What follows belongs to an exercise in optimizing a design on an open flow for small area, a short achievable clock period and few clock cycles per item; a production flow would make more cautious choices.
In this exercise RTL edits were held to simulation tests only and were not proved equivalent to the original.
Power figures rest on the tool's default switching activity, not on a simulated workload.

Setup of run E:
==> flow/design.v <==
package skf_pkg;
  localparam int VAL_W     = 32;    
  localparam int GAIN_W    = 17;    
  localparam int FRAC_BITS = 16;
  localparam logic [VAL_W-1:0] Q_RESET = 32'd1310720;
  localparam logic [VAL_W-1:0] R_RESET = 32'd13107200;
endpackage
module skf_add #(
  parameter int N = 32
) (
  input  logic [N-1:0] a,
  input  logic [N-1:0] b,
  input  logic         ci,
  output logic [N-1:0] s
);
  localparam int L = (N <= 2) ? 1 : (N <= 4) ? 2 : (N <= 8) ? 3 : (N <= 16) ? 4 :
                     (N <= 32) ? 5 : (N <= 64) ? 6 : 7;    
  logic [N-1:0] p0, g0;
  assign p0 = a ^ b;
  assign g0 = a & b;
  logic [N-1:0] g [0:2*L];
  logic [N-1:0] p [0:2*L];
  assign g[0] = {g0[N-1:1], g0[0] | (p0[0] & ci)};
  assign p[0] = p0;
  for (genvar l = 0; l < L; l++) begin : up
    for (genvar i = 0; i < N; i++) begin : bit_
      if (((i + 1) % (1 << (l + 1))) == 0 && i >= (1 << l)) begin : pcell
        assign g[l+1][i] = g[l][i] | (p[l][i] & g[l][i - (1 << l)]);
        assign p[l+1][i] = p[l][i] & p[l][i - (1 << l)];
      end else begin : pskip
        assign g[l+1][i] = g[l][i];
        assign p[l+1][i] = p[l][i];
      end
    end
  end
  for (genvar k = 0; k < L; k++) begin : dn
    localparam int LV = L - 1 - k;
    for (genvar i = 0; i < N; i++) begin : bit_
      if (((i + 1) % (1 << (LV + 1))) == (1 << LV) && i >= (1 << LV)) begin : pcell
        assign g[L+k+1][i] = g[L+k][i] | (p[L+k][i] & g[L+k][i - (1 << LV)]);
        assign p[L+k+1][i] = p[L+k][i] & p[L+k][i - (1 << LV)];
      end else begin : pskip
        assign g[L+k+1][i] = g[L+k][i];
        assign p[L+k+1][i] = p[L+k][i];
      end
    end
  end
  assign s = p0 ^ {g[2*L][N-2:0], ci};
endmodule
import skf_pkg::*;
module scalar_kalman_filter_unit #(
  parameter int SAMPLE_BITS = 16
) (
  input  logic                   clk,
  input  logic                   rst_n,
  input  logic                   in_valid,
  output logic                   in_stall,
  input  logic [SAMPLE_BITS-1:0] in_sample,
  output logic                   out_valid,
  input  logic                   out_stall,
  output logic [VAL_W-1:0]       out_estimate,
  output logic [GAIN_W-1:0]      out_gain,
  input  logic                   cfg_we,
  input  logic [0:0]             cfg_index,
  input  logic [VAL_W-1:0]       cfg_wdata
);
  logic        st_idle_r, st_d1_r, st_dm_r, st_e_r, st_acc_r;
  logic [2:0]  cnt_r;
  logic        out_valid_r;
  logic [31:0] q_r, r_r;
  logic [16:0] quo_r;
  logic [1:0]  dig_r;    
  logic        q16_r;
  logic [15:0] z_r;
  logic [48:0] v_r;      
  logic [48:0] t_r;
  logic [32:0] rem_r;
  logic [32:0] den_r;
  logic [32:0] i_r;
  logic        step, rz;
  logic [31:0] ppred;
  assign rz       = (r_r == '0);
  assign in_stall = !st_idle_r;
  assign step     = st_dm_r || (st_d1_r && !(out_valid_r && out_stall));
  assign ppred    = v_r[48] ? 32'hFFFF_FFFF : v_r[47:16];
  logic [35:0] r4, s1, s2, s3;
  logic [35:0] d1n, d2n, c3s, c3c;
  logic [1:0]  dig;
  logic [32:0] rem_n;
  assign r4  = {1'b0, rem_r, 2'b00};
  assign d1n = ~{3'b000, den_r};
  assign d2n = ~{2'b00, den_r, 1'b0};
  assign c3s = r4 ^ d1n ^ d2n;
  assign c3c = (r4 & d1n) | (r4 & d2n) | (d1n & d2n);
  skf_add #(.N(36)) u_s1 (.a(r4), .b(d1n), .ci(1'b1), .s(s1));
  skf_add #(.N(36)) u_s2 (.a(r4), .b(d2n), .ci(1'b1), .s(s2));
  skf_add #(.N(36)) u_s3 (.a(c3s), .b({c3c[34:0], 1'b1}), .ci(1'b1), .s(s3));
  always_comb begin
    if (rz)            dig = 2'd0;    
    else if (!s3[35])  dig = 2'd3;
    else if (!s2[35])  dig = 2'd2;
    else if (!s1[35])  dig = 2'd1;
    else               dig = 2'd0;
    unique case (dig)
      2'd3:    rem_n = s3[32:0];
      2'd2:    rem_n = s2[32:0];
      2'd1:    rem_n = s1[32:0];
      default: rem_n = r4[32:0];
    endcase
  end
  logic        ineg;
  logic [48:0] isx, ta, tb, tc, ts, tcy, t_n, t_init;
  assign ineg = i_r[32];
  assign isx  = {{16{i_r[32]}}, i_r};
  assign ta   = {t_r[46:0], ineg, ineg};
  assign tb   = dig_r[1] ? {isx[47:0], 1'b0} : '0;
  assign tc   = dig_r[0] ? isx : '0;
  assign ts   = ta ^ tb ^ tc;
  assign tcy  = (ta & tb) | (ta & tc) | (tb & tc);
  assign t_n  = ts + {tcy[47:0], 1'b0};
  assign t_init = q16_r ? {{17{z_r[15]}}, z_r, 16'd0} : {{16{t_r[48]}}, t_r[48:16]};
  logic [48:0] wa, wb, wc, wd, w1s, w1c, w2s, w2c, w_n;
  assign wa = ({49{st_idle_r}} & {17'd0, r_r})
            | ({49{st_d1_r}}   & {16'd0, ~t_r[48:16]})
            | ({49{st_acc_r}}  & {v_r[46:0], 2'b00});
  assign wd = ({49{st_e_r}}    & {16'd0, rem_r})
            | ({49{st_idle_r}} & {17'd0, ppred})
            | ({49{st_d1_r}}   & {16'd0, z_r[15], z_r, 16'd0});
  assign wb  = dig_r[1] ? {16'd0, r_r, 1'b0} : '0;
  assign wc  = dig_r[0] ? {17'd0, r_r} : '0;
  assign w1s = wa ^ wb ^ wc;
  assign w1c = {((wa & wb) | (wa & wc) | (wb & wc)), 1'b0};
  assign w2s = w1s ^ w1c ^ wd;
  assign w2c = (w1s & w1c) | (w1s & wd) | (w1c & wd);
  assign w_n = w2s + {w2c[47:0], st_d1_r};
  always_ff @(posedge clk) begin
    if (!rst_n) begin
      st_idle_r   <= 1'b1;
      st_d1_r     <= 1'b0;
      st_dm_r     <= 1'b0;
      st_e_r      <= 1'b0;
      st_acc_r    <= 1'b0;
      cnt_r       <= '0;
      out_valid_r <= 1'b0;
      q_r         <= Q_RESET;
      r_r         <= R_RESET;
      t_r         <= '0;
      v_r         <= {1'b0, Q_RESET, 16'd0};
      dig_r       <= '0;
    end else begin
      dig_r <= step ? dig : 2'd0;
      if (out_valid_r && !out_stall) out_valid_r <= 1'b0;
      if (st_idle_r && in_valid) begin
        st_idle_r <= 1'b0;
        st_d1_r   <= 1'b1;
      end
      if (st_d1_r && step) begin
        st_d1_r  <= 1'b0;
        st_dm_r  <= 1'b1;
        st_acc_r <= 1'b1;
        cnt_r    <= '0;
      end
      if (st_dm_r) begin
        cnt_r <= cnt_r + 3'd1;
        if (cnt_r == 3'd6) begin
          st_dm_r <= 1'b0;
          st_e_r  <= 1'b1;
        end
      end
      if (st_e_r) begin
        st_e_r      <= 1'b0;
        st_acc_r    <= 1'b0;
        st_idle_r   <= 1'b1;
        out_valid_r <= 1'b1;
      end
      if (st_d1_r && step) begin
        t_r <= t_init;
        v_r <= {17'd0, q_r};
      end else if (st_acc_r) begin
        t_r <= t_n;
        v_r <= w_n;
      end
      if (cfg_we) begin
        if (cfg_index == 1'b0) begin
          q_r <= cfg_wdata;
          v_r <= {1'b0, cfg_wdata, 16'd0};
        end else begin
          r_r <= cfg_wdata;
          v_r <= {1'b0, q_r, 16'd0};
        end
        t_r <= '0;
      end
    end
  end
  always_ff @(posedge clk) begin
    if (st_idle_r) begin
      den_r <= w_n[32:0];
      rem_r <= rz ? '0 : {1'b0, ppred};
      q16_r <= rz && (ppred != '0);
      z_r   <= in_sample;
    end else if (step) begin
      rem_r <= rem_n;
    end
    if (st_d1_r && step) i_r <= w_n[32:0];
    if (step) begin
      quo_r[15:0] <= {quo_r[13:0], dig};
      if (st_d1_r) quo_r[16] <= q16_r;
    end
  end
  assign out_valid    = out_valid_r;
  assign out_estimate = t_r[47:16];
  assign out_gain     = quo_r;
endmodule
clock: 8.0 ns
lec_check: 0
cap_margin: 20
core_margin: 2
core_utilization: 40
setup_slack_margin: 3
slew_margin: 20
run.sh (not shown) runs the stock make flow with config.mk's settings and CLKGATE_MAP_FILE= SYNTH_SCRIPT=/design/flow/synth_recipe.tcl, a recipe that flattens the netlist after the stock synthesis.
Testbench counts of run E, summed over its fixed seeds: cycles 20,488, items 2,048.
What run C does differently from run E at the input level:
--- a/flow/design.v
+++ b/flow/design.v
@@ -69,11 +69,10 @@
   logic        out_valid_r;
   logic [31:0] q_r, r_r;
   logic [16:0] quo_r;
   logic [1:0]  dig_r;    
   logic        q16_r;
-  logic [15:0] z_r;
   logic [48:0] v_r;      
   logic [48:0] t_r;
   logic [32:0] rem_r;
   logic [32:0] den_r;
   logic [32:0] i_r;
@@ -107,34 +106,34 @@
       2'd1:    rem_n = s1[32:0];
       default: rem_n = r4[32:0];
     endcase
   end
   logic        ineg;
-  logic [48:0] isx, ta, tb, tc, ts, tcy, t_n, t_init;
+  logic [48:0] isx, ta, tb, tc, ts, tcy, t_n;
   assign ineg = i_r[32];
   assign isx  = {{16{i_r[32]}}, i_r};
-  assign ta   = {t_r[46:0], ineg, ineg};
-  assign tb   = dig_r[1] ? {isx[47:0], 1'b0} : '0;
-  assign tc   = dig_r[0] ? isx : '0;
+  assign ta   = ({49{st_idle_r}} & {16'd0, ~t_r[48:16]})
+              | ({49{st_d1_r}}   & {{16{t_r[48]}}, t_r[48:16]})
+              | ({49{st_acc_r}}  & {t_r[46:0], ineg, ineg});
+  assign tb   = (dig_r[1] ? {isx[47:0], 1'b0} : '0)
+              | (st_idle_r ? {16'd0, in_sample[15], in_sample, 16'd0} : '0);
+  assign tc   = (dig_r[0] || (st_d1_r && q16_r)) ? isx : '0;
   assign ts   = ta ^ tb ^ tc;
   assign tcy  = (ta & tb) | (ta & tc) | (tb & tc);
-  assign t_n  = ts + {tcy[47:0], 1'b0};
-  assign t_init = q16_r ? {{17{z_r[15]}}, z_r, 16'd0} : {{16{t_r[48]}}, t_r[48:16]};
+  assign t_n  = ts + {tcy[47:0], st_idle_r};
   logic [48:0] wa, wb, wc, wd, w1s, w1c, w2s, w2c, w_n;
   assign wa = ({49{st_idle_r}} & {17'd0, r_r})
-            | ({49{st_d1_r}}   & {16'd0, ~t_r[48:16]})
             | ({49{st_acc_r}}  & {v_r[46:0], 2'b00});
   assign wd = ({49{st_e_r}}    & {16'd0, rem_r})
-            | ({49{st_idle_r}} & {17'd0, ppred})
-            | ({49{st_d1_r}}   & {16'd0, z_r[15], z_r, 16'd0});
+            | ({49{st_idle_r}} & {17'd0, ppred});
   assign wb  = dig_r[1] ? {16'd0, r_r, 1'b0} : '0;
   assign wc  = dig_r[0] ? {17'd0, r_r} : '0;
   assign w1s = wa ^ wb ^ wc;
   assign w1c = {((wa & wb) | (wa & wc) | (wb & wc)), 1'b0};
   assign w2s = w1s ^ w1c ^ wd;
   assign w2c = (w1s & w1c) | (w1s & wd) | (w1c & wd);
-  assign w_n = w2s + {w2c[47:0], st_d1_r};
+  assign w_n = w2s + {w2c[47:0], 1'b0};
   always_ff @(posedge clk) begin
     if (!rst_n) begin
       st_idle_r   <= 1'b1;
       st_d1_r     <= 1'b0;
       st_dm_r     <= 1'b0;
@@ -172,11 +171,11 @@
         st_acc_r    <= 1'b0;
         st_idle_r   <= 1'b1;
         out_valid_r <= 1'b1;
       end
       if (st_d1_r && step) begin
-        t_r <= t_init;
+        t_r <= t_n;
         v_r <= {17'd0, q_r};
       end else if (st_acc_r) begin
         t_r <= t_n;
         v_r <= w_n;
       end
@@ -195,15 +194,14 @@
   always_ff @(posedge clk) begin
     if (st_idle_r) begin
       den_r <= w_n[32:0];
       rem_r <= rz ? '0 : {1'b0, ppred};
       q16_r <= rz && (ppred != '0);
-      z_r   <= in_sample;
+      i_r   <= t_n[32:0];
     end else if (step) begin
       rem_r <= rem_n;
     end
-    if (st_d1_r && step) i_r <= w_n[32:0];
     if (step) begin
       quo_r[15:0] <= {quo_r[13:0], dig};
       if (st_d1_r) quo_r[16] <= q16_r;
     end
   end
Notes after the runs:
Run C vs run E, global-route usage went down by 2.9 points. Launching element of the worst setup path: t_r[28] -> run E, st_acc_r -> run C. Lower measured slew at the worst slew-check pin goes to run C over run E. Comparing run E and run C, the lower first-iteration DRC count is on run C. Sort run E and run C by register-to-register setup slack asc -> top: run E. Switching share of power down 0.54 points in run C wrt run E. Run E → run C: TritonCTS buffer count -3, data arrival time of the critical path -130 ps, first-pass GRT wire length went down by 8.4%. Compare run E and run C | period utilization higher: run E. When run C is measured against run E, its fraction of the mapped netlist area in adder cells turns out 0.24 points higher. [run C] initial core utilization rose 0.24 points relative to run E.
Testbench counts of run C, summed over its fixed seeds: cycles 20,488, items 2,048.

afterwards: timing with drivers on the ports:
The results above use ideal ports. As a check the final layouts listed here were re-extracted and re-timed, cells and wires unchanged. Step 1 (the two cells are an assumption about what drives the block):
set clk [get_ports {clk}]
set_driving_cell -lib_cell sky130_fd_sc_hd__clkbuf_16 $clk
set_driving_cell -lib_cell sky130_fd_sc_hd__buf_2 [delete_from_list [all_inputs] $clk]
Step 2 adds t to the input delays and takes it off the output delays; t is the mean of the earliest and latest rising clock arrival at the registers after step 1. Input paths then give back, and output paths get back, about the clock's delay inside the block. Three values: ideal, step 1, step 2; two values: the first two.
run	t, ns	setup slack, ns	slew at the worst register clock pin (ns)
run E	0.618	3.126 / 3.126 / 2.878	0.06 / 0.06
run C	0.609	3.195 / 3.195 / 2.657	0.07 / 0.07
After both steps every run listed still meets setup and hold. For run C, which loses most, drivers alone change the setup slack by 0.000 ns; drivers and shift together by -0.538 ns.
